From an optimization exercise on the open Yosys and OpenROAD flow, aimed at small area; shortcuts taken in it are not production practice.
Only simulation tests tie the RTL to the original design; equivalence was not proved.
Power and IR drop assume default switching activity.

==> v26: inputs <==
==> flow/design.v <==
package rf_pkg;
    localparam int RF_DATA_W = 32;
    localparam int RF_ADDR_W = 5;
    localparam int RF_NUM_RD = 2;
    function automatic [31:0] rf_reset_value(input [31:0] idx, input init_index);
        rf_reset_value = init_index ? idx : 32'd0;
    endfunction
endpackage
module rf_scoreboard #(
    parameter int ADDR_W   = rf_pkg::RF_ADDR_W,
    parameter int ZERO_REG = 1
) (
    input  logic                 rst,
    input  logic                 we,
    input  logic [ADDR_W-1:0]    waddr,
    input  logic                 rsv_en,
    input  logic [ADDR_W-1:0]    rsv_addr,
    input  logic [2**ADDR_W-1:0] busy,
    output logic [2**ADDR_W-1:0] busy_nxt,
    output logic [2**ADDR_W-1:0] busy_d
);
    localparam int DEPTH = 2**ADDR_W;
    logic [DEPTH-1:0] set_v, clr_v, zmask;
    always_comb begin
        set_v    = rsv_en ? DEPTH'(1) << rsv_addr : '0;
        clr_v    = we ? DEPTH'(1) << waddr : '0;
        zmask    = (ZERO_REG != 0) ? {{(DEPTH-1){1'b1}}, 1'b0} : {DEPTH{1'b1}};
        busy_nxt = ((busy & ~clr_v) | set_v) & zmask;
        busy_d   = busy_nxt & {DEPTH{~rst}};
    end
endmodule
module rf_aoi222 (
    input  logic [2:0] a,
    input  logic [2:0] s,
    output logic       y
);
    assign y = ~|(a & s);
endmodule
module rf_aor #(
    parameter int N = 33
) (
    input  logic [N-1:0] a,
    input  logic [N-1:0] s,
    output logic         y
);
    localparam int NG = (N + 2) / 3;
    logic [3*NG-1:0] ap, sp;
    logic [NG-1:0]   yn;
    assign ap = (3*NG)'(a);
    assign sp = (3*NG)'(s);
    for (genvar g = 0; g < NG; g++) begin : g_grp
        rf_aoi222 u_aoi (.a(ap[3*g +: 3]), .s(sp[3*g +: 3]), .y(yn[g]));
    end
    assign y = ~&yn;
endmodule
module rf_multiport #(
    parameter int DATA_W     = rf_pkg::RF_DATA_W,
    parameter int ADDR_W     = rf_pkg::RF_ADDR_W,
    parameter int NUM_RD     = rf_pkg::RF_NUM_RD,
    parameter int ZERO_REG   = 1,
    parameter int INIT_INDEX = 0
) (
    input  logic                     clk,
    input  logic                     rst,
    input  logic                     we,
    input  logic [ADDR_W-1:0]        waddr,
    input  logic [DATA_W-1:0]        wdata,
    input  logic                     rsv_en,
    input  logic [ADDR_W-1:0]        rsv_addr,
    input  logic [NUM_RD-1:0]        rd_en,
    input  logic [NUM_RD*ADDR_W-1:0] raddr,
    output logic [NUM_RD*DATA_W-1:0] rdata,
    output logic [NUM_RD-1:0]        rd_busy,
    output logic                     any_busy
);
    localparam int DEPTH = 2**ADDR_W;
    localparam int R0    = (ZERO_REG != 0) ? 1 : 0;
    localparam int NT    = DEPTH - R0 + 2;    
    logic [DEPTH*DATA_W-1:0] mem;
    logic [DEPTH-1:0]        busy, busy_nxt, busy_d;
    logic [DEPTH-1:0]        wsel;
    logic [DATA_W-1:0]       wd_g;
    logic                    wr_ok;
    assign wr_ok = we && !(ZERO_REG != 0 && waddr == '0);
    rf_scoreboard #(.ADDR_W(ADDR_W), .ZERO_REG(ZERO_REG)) u_sb (
        .rst(rst),
        .we(we),
        .waddr(waddr),
        .rsv_en(rsv_en),
        .rsv_addr(rsv_addr),
        .busy(busy),
        .busy_nxt(busy_nxt),
        .busy_d(busy_d)
    );
    always_ff @(posedge clk) begin
        busy     <= busy_d;
        any_busy <= |busy_d;
    end
    assign wd_g = wdata & {DATA_W{~rst}};
    for (genvar r = 0; r < DEPTH; r++) begin : g_row
        if (r < R0) begin : g_zero
            assign wsel[r] = 1'b0;
            assign mem[r*DATA_W +: DATA_W] = '0;
        end else begin : g_reg
            logic [DATA_W-1:0] m;
            assign wsel[r] = rst | (wr_ok && waddr == ADDR_W'(r));
            always_ff @(posedge clk)
                if (wsel[r]) m <= wd_g;
            assign mem[r*DATA_W +: DATA_W] = m;
        end
    end
    for (genvar p = 0; p < NUM_RD; p++) begin : g_rd
        logic [ADDR_W-1:0] a;
        logic [DATA_W-1:0] d, q;
        logic              b, bn;
        logic              take, hold, byp, rsv_hit;
        logic [NT-1:0]     sel;
        assign a       = raddr[p*ADDR_W +: ADDR_W];
        assign take    = rd_en[p] && !rst;
        assign hold    = !rd_en[p] && !rst;
        assign byp     = take && wr_ok && waddr == a;
        assign rsv_hit = take && rsv_en && rsv_addr == a && !(ZERO_REG != 0 && a == '0);
        for (genvar r = R0; r < DEPTH; r++) begin : g_sel
            assign sel[r-R0] = take && !byp && a == ADDR_W'(r);
        end
        assign sel[NT-2] = byp;
        assign sel[NT-1] = hold;
        for (genvar i = 0; i < DATA_W; i++) begin : g_bit
            logic [NT-1:0] col;
            for (genvar r = R0; r < DEPTH; r++) begin : g_col
                assign col[r-R0] = mem[r*DATA_W + i];
            end
            assign col[NT-2] = wdata[i];
            assign col[NT-1] = q[i];
            rf_aor #(.N(NT)) u_aor (.a(col), .s(sel), .y(d[i]));
        end
        logic bs;
        rf_aor #(.N(NT)) u_aorb (.a({b, 1'b0, busy[DEPTH-1:R0]}), .s(sel), .y(bs));
        assign bn = bs | rsv_hit;
        always_ff @(posedge clk) begin
            q <= d;
            b <= bn;
        end
        assign rdata[p*DATA_W +: DATA_W] = q;
        assign rd_busy[p] = b;
    end
endmodule
==> flow/run.sh <==
#!/bin/bash
# synth_recipe.tcl (not shown) runs the flow's synth.tcl, then flattens the netlist and writes it again
# the make line also repeats each setting of config.mk as NAME=value (left out here)
make -C /OpenROAD-flow-scripts/flow DESIGN_CONFIG=/design/flow/config.mk WORK_HOME=/design/flow/orfs CLKGATE_MAP_FILE= SYNTH_SCRIPT=/design/flow/synth_recipe.tcl finish
==> flow/config.mk <==
export PLATFORM = sky130hd
export DESIGN_NAME = rf_multiport
export DESIGN_NICKNAME = rf_multiport
export VERILOG_FILES = /design/flow/design.v
export SDC_FILE = /design/flow/constraint.sdc
export NUM_CORES = 4
export LEC_CHECK = 0
export CAP_MARGIN = 20
export CORE_MARGIN = 2
export CORE_UTILIZATION = 45
export SLEW_MARGIN = 20
export SYNTH_HIERARCHICAL = 1
==> flow/constraint.sdc <==
create_clock -name core_clock -period 5.0 [get_ports {clk}]
set_input_delay 1.0000 -clock core_clock [delete_from_list [all_inputs] [get_ports {clk}]]
set_output_delay 1.0000 -clock core_clock [all_outputs]
set_load 0.01 [all_outputs]
==> inputs of v22, as changes to v26 <==
==> flow/design.v (replaced) <==
package rf_pkg;
    localparam int RF_DATA_W = 32;
    localparam int RF_ADDR_W = 5;
    localparam int RF_NUM_RD = 2;
    function automatic [31:0] rf_reset_value(input [31:0] idx, input init_index);
        rf_reset_value = init_index ? idx : 32'd0;
    endfunction
endpackage
module rf_scoreboard #(
    parameter int ADDR_W   = rf_pkg::RF_ADDR_W,
    parameter int ZERO_REG = 1
) (
    input  logic                 rst,
    input  logic                 rsv_en,
    input  logic [ADDR_W-1:0]    rsv_addr,
    input  logic [2**ADDR_W-1:0] keep,
    input  logic [2**ADDR_W-1:0] busy,
    output logic [2**ADDR_W-1:0] busy_d
);
    localparam int DEPTH = 2**ADDR_W;
    logic [DEPTH-1:0] set_v, zmask;
    always_comb begin
        set_v  = (rsv_en && !rst) ? DEPTH'(1) << rsv_addr : '0;
        zmask  = (ZERO_REG != 0) ? {{(DEPTH-1){1'b1}}, 1'b0} : {DEPTH{1'b1}};
        busy_d = ((busy & keep) | set_v) & zmask;
    end
endmodule
module rf_aoi #(
    parameter int W = 3
) (
    input  logic [W-1:0] a,
    input  logic [W-1:0] s,
    output logic         y
);
    assign y = ~|(a & s);
endmodule
module rf_aor #(
    parameter int N = 32
) (
    input  logic [N-1:0] a,
    input  logic [N-1:0] s,
    output logic         y
);
    localparam int NG = N / 3;
    logic [NG-1:0] yn;
    for (genvar g = 0; g < NG; g++) begin : g_grp
        rf_aoi #(.W(3)) u_aoi (.a(a[3*g +: 3]), .s(s[3*g +: 3]), .y(yn[g]));
    end
    if (3*NG < N) begin : g_rest
        assign y = ~&yn | |(a[N-1:3*NG] & s[N-1:3*NG]);
    end else begin : g_norest
        assign y = ~&yn;
    end
endmodule
module rf_wmux (
    input  logic q,
    input  logic hold,
    input  logic d,
    input  logic load,
    output logic y
);
    assign y = (q & hold) | (d & load);
endmodule
module rf_and2 (
    input  logic a,
    input  logic b,
    output logic y
);
    assign y = a & b;
endmodule
module rf_o21a (
    input  logic a1,
    input  logic a2,
    input  logic b,
    output logic y
);
    assign y = (a1 | a2) & b;
endmodule
module rf_multiport #(
    parameter int DATA_W     = rf_pkg::RF_DATA_W,
    parameter int ADDR_W     = rf_pkg::RF_ADDR_W,
    parameter int NUM_RD     = rf_pkg::RF_NUM_RD,
    parameter int ZERO_REG   = 1,
    parameter int INIT_INDEX = 0
) (
    input  logic                     clk,
    input  logic                     rst,
    input  logic                     we,
    input  logic [ADDR_W-1:0]        waddr,
    input  logic [DATA_W-1:0]        wdata,
    input  logic                     rsv_en,
    input  logic [ADDR_W-1:0]        rsv_addr,
    input  logic [NUM_RD-1:0]        rd_en,
    input  logic [NUM_RD*ADDR_W-1:0] raddr,
    output logic [NUM_RD*DATA_W-1:0] rdata,
    output logic [NUM_RD-1:0]        rd_busy,
    output logic                     any_busy
);
    localparam int DEPTH = 2**ADDR_W;
    localparam int R0    = (ZERO_REG != 0) ? 1 : 0;
    localparam int NT    = DEPTH - R0 + 1;    
    localparam int LO_W  = 2;
    localparam int HI_W  = ADDR_W - LO_W;
    localparam int NLO   = 2**LO_W;
    localparam int NHI   = 2**HI_W;
    logic [DEPTH*DATA_W-1:0] mem_d;
    logic [DEPTH-1:0]        busy, busy_d;
    logic [DEPTH-1:0]        load, keep;
    logic [NLO-1:0]          wlo, nwlo;
    logic [NHI-1:0]          whi, nwhi;
    for (genvar i = 0; i < NLO; i++) begin : g_wlo
        assign wlo[i]  = we && !rst && waddr[LO_W-1:0] == LO_W'(i);
        assign nwlo[i] = !(we && waddr[LO_W-1:0] == LO_W'(i));
    end
    for (genvar j = 0; j < NHI; j++) begin : g_whi
        assign whi[j]  = waddr[ADDR_W-1:LO_W] == HI_W'(j);
        assign nwhi[j] = !whi[j];
    end
    for (genvar r = 0; r < DEPTH; r++) begin : g_ws
        if (r < R0) begin : g_zero
            assign load[r] = 1'b0;
            assign keep[r] = 1'b0;
        end else begin : g_drv
            rf_and2 u_ld (.a(wlo[r % NLO]), .b(whi[r / NLO]), .y(load[r]));
            rf_o21a u_kp (.a1(nwlo[r % NLO]), .a2(nwhi[r / NLO]), .b(!rst), .y(keep[r]));
        end
    end
    rf_scoreboard #(.ADDR_W(ADDR_W), .ZERO_REG(ZERO_REG)) u_sb (
        .rst(rst),
        .rsv_en(rsv_en),
        .rsv_addr(rsv_addr),
        .keep(keep),
        .busy(busy),
        .busy_d(busy_d)
    );
    always_ff @(posedge clk) begin
        busy     <= busy_d;
        any_busy <= |busy_d;
    end
    for (genvar r = 0; r < DEPTH; r++) begin : g_row
        if (r < R0) begin : g_zero
            assign mem_d[r*DATA_W +: DATA_W] = '0;
        end else begin : g_reg
            logic [DATA_W-1:0] m, m_d;
            for (genvar i = 0; i < DATA_W; i++) begin : g_bit
                rf_wmux u_wm (.q(m[i]), .hold(keep[r]), .d(wdata[i]), .load(load[r]), .y(m_d[i]));
            end
            always_ff @(posedge clk)
                m <= m_d;
            assign mem_d[r*DATA_W +: DATA_W] = m_d;
        end
    end
    for (genvar p = 0; p < NUM_RD; p++) begin : g_rd
        logic [ADDR_W-1:0] a;
        logic [DATA_W-1:0] d, q;
        logic              b, bn;
        logic [NLO-1:0]    rlo;
        logic [NHI-1:0]    rhi;
        logic [NT-1:0]     sel;
        assign a = raddr[p*ADDR_W +: ADDR_W];
        for (genvar i = 0; i < NLO; i++) begin : g_rlo
            assign rlo[i] = rd_en[p] && a[LO_W-1:0] == LO_W'(i);
        end
        for (genvar j = 0; j < NHI; j++) begin : g_rhi
            assign rhi[j] = a[ADDR_W-1:LO_W] == HI_W'(j);
        end
        for (genvar r = R0; r < DEPTH; r++) begin : g_sel
            rf_and2 u_sel (.a(rlo[r % NLO]), .b(rhi[r / NLO]), .y(sel[r-R0]));
        end
        rf_and2 u_hold (.a(!rd_en[p]), .b(!rst), .y(sel[NT-1]));
        for (genvar i = 0; i < DATA_W; i++) begin : g_bit
            logic [NT-1:0] col;
            for (genvar r = R0; r < DEPTH; r++) begin : g_col
                assign col[r-R0] = mem_d[r*DATA_W + i];
            end
            assign col[NT-1] = q[i];
            rf_aor #(.N(NT)) u_aor (.a(col), .s(sel), .y(d[i]));
        end
        rf_aor #(.N(NT)) u_aorb (.a({b, busy_d[DEPTH-1:R0]}), .s(sel), .y(bn));
        always_ff @(posedge clk) begin
            q <= d;
            b <= bn;
        end
        assign rdata[p*DATA_W +: DATA_W] = q;
        assign rd_busy[p] = b;
    end
endmodule
==> flow/flow/run.sh (new file) <==
#!/bin/bash
# Standard ORFS layout (the standard.sh, standard synthesis) with two changes: ports get the
# smallest buffer cell, and clock tree synthesis clusters more sinks per clock buffer and
# inserts no dummy loads.
set -euo pipefail
export BUFFER_PORTS_ARGS="-buffer_cell sky130_fd_sc_hd__buf_1"
export CTS_ARGS="-sink_clustering_enable -repair_clock_nets -dont_use_dummy_load -buf_list {sky130_fd_sc_hd__clkbuf_8 sky130_fd_sc_hd__clkbuf_16} -sink_clustering_size 24 -sink_clustering_max_diameter 70"
bash standard.sh > standard.log 2>&1
==> flow/standard.sh (new file) <==
#!/bin/bash
# synth_recipe.tcl (not shown) runs the flow's synth.tcl, then flattens the netlist and writes it again
# the make line also repeats each setting of config.mk as NAME=value (left out here)
make -C /OpenROAD-flow-scripts/flow DESIGN_CONFIG=/design/flow/config.mk WORK_HOME=/design/flow/orfs CLKGATE_MAP_FILE= SYNTH_SCRIPT=/design/flow/synth_recipe.tcl "${@:-finish}"
--- a/flow/config.mk
+++ b/flow/config.mk
@@ -8,5 +8,5 @@
 export CAP_MARGIN = 20
 export CORE_MARGIN = 2
-export CORE_UTILIZATION = 45
+export CORE_UTILIZATION = 42
 export SLEW_MARGIN = 20
 export SYNTH_HIERARCHICAL = 1
removed: flow/run.sh
==> comparison <==
First-iteration DRC count: v22 is higher than v26 (about 0.35%). In v26 the combinational power is larger than in v22, by 50%. v22 finished clean. v26 finished clean. In v22 the critical path depth is lower than in v26, by 1. Against v22, the sequential share of layout area of v26 is higher by 14 points. Between v22 and v26, the lower synthesized area is in v22 (gap about 4%, measured against v26). Of v26 and v22, v26 has the higher non-clock buffer count (gap 38). In flip-flop and latch count, v22 and v26 do not differ. In v22 the final area is smaller than in v26, by 12%. Between v26 and v22, the lower clock-buffer cell count is in v22 (gap 91).
==> figures <==
item                                                                                                             v26                           v22
Run status                                                                                   complete, no violations       complete, no violations
Placed cell count                                                                                               4039                          4891
Origin of the worst min-delay path                                                                  busy[20]$_DFF_P_               busy[5]$_DFF_P_
Area of the die                                                                                          98700 sq um                  101000 sq um
Share of final-layout standard cells stronger than drive strength 1                                            0.164                         0.107
Average wire per cell in the routed design                                                                   41.0 um                       38.8 um
Effective utilization at floorplan                                                                             0.455                         0.422
Reg-to-reg startpoint                                                                  g_row[6].g_reg.m[4]$_DFFE_PP_  g_row[22].g_reg.m[0]$_DFF_P_
Portion of total power attributed to sequential cells                                                          0.539                         0.606
Total area of multi-input combinational cells                                                            11900 sq um                   19400 sq um
Number of logic inverters in the finished layout                                                                   2                            11
Post-route minimum period                                                                                    4.24 ns                       4.00 ns
Number of cell instances on the worst register-to-register path                                                    3                             4
Cell area reported after detailed placement                                                              48300 sq um                   44700 sq um
Clock-pin slew reported for the worst setup and hold paths after clock tree synthesis                        0.06 ns                       0.10 ns
Layout buffer count excluding clock buffers                                                                      313                           275
# fillers                                                                                                       7277                          9054
Placeable Area                                                                                           95200 sq um                   98100 sq um
Post-route cell area                                                                                     52100 sq um                   46000 sq um

afterwards: timing with drivers on the ports:
How much do the figures lean on ideal ports? The routed layouts below were timed once more, with nothing changed but the port constraints. Step 1: set_driving_cell puts a clkbuf_16 on clk and a buf_2 on each other input, an assumption about the parent block. Step 2 also shifts input and output timing later by t, the mid clock arrival at the registers, as if the neighbouring blocks saw the same clock. a / b / c = ideal ports / drivers / drivers and shift; a / b = the first two.
| run | shift t [ns] | setup WS [ns] | worst setup path after step 2 | worst slew at a driven data input, ns |
|---|---|---|---|---|
| v26 | 0.780 | 0.762 / 0.810 / 0.030 | input to register | 0.07 |
| v22 | 0.734 | 0.996 / 1.042 / 0.307 | input to register | 0.08 |
After both steps every run listed still meets setup and hold. For v26, which loses most, drivers alone change the setup slack by +0.048 ns; drivers and shift together by -0.732 ns.
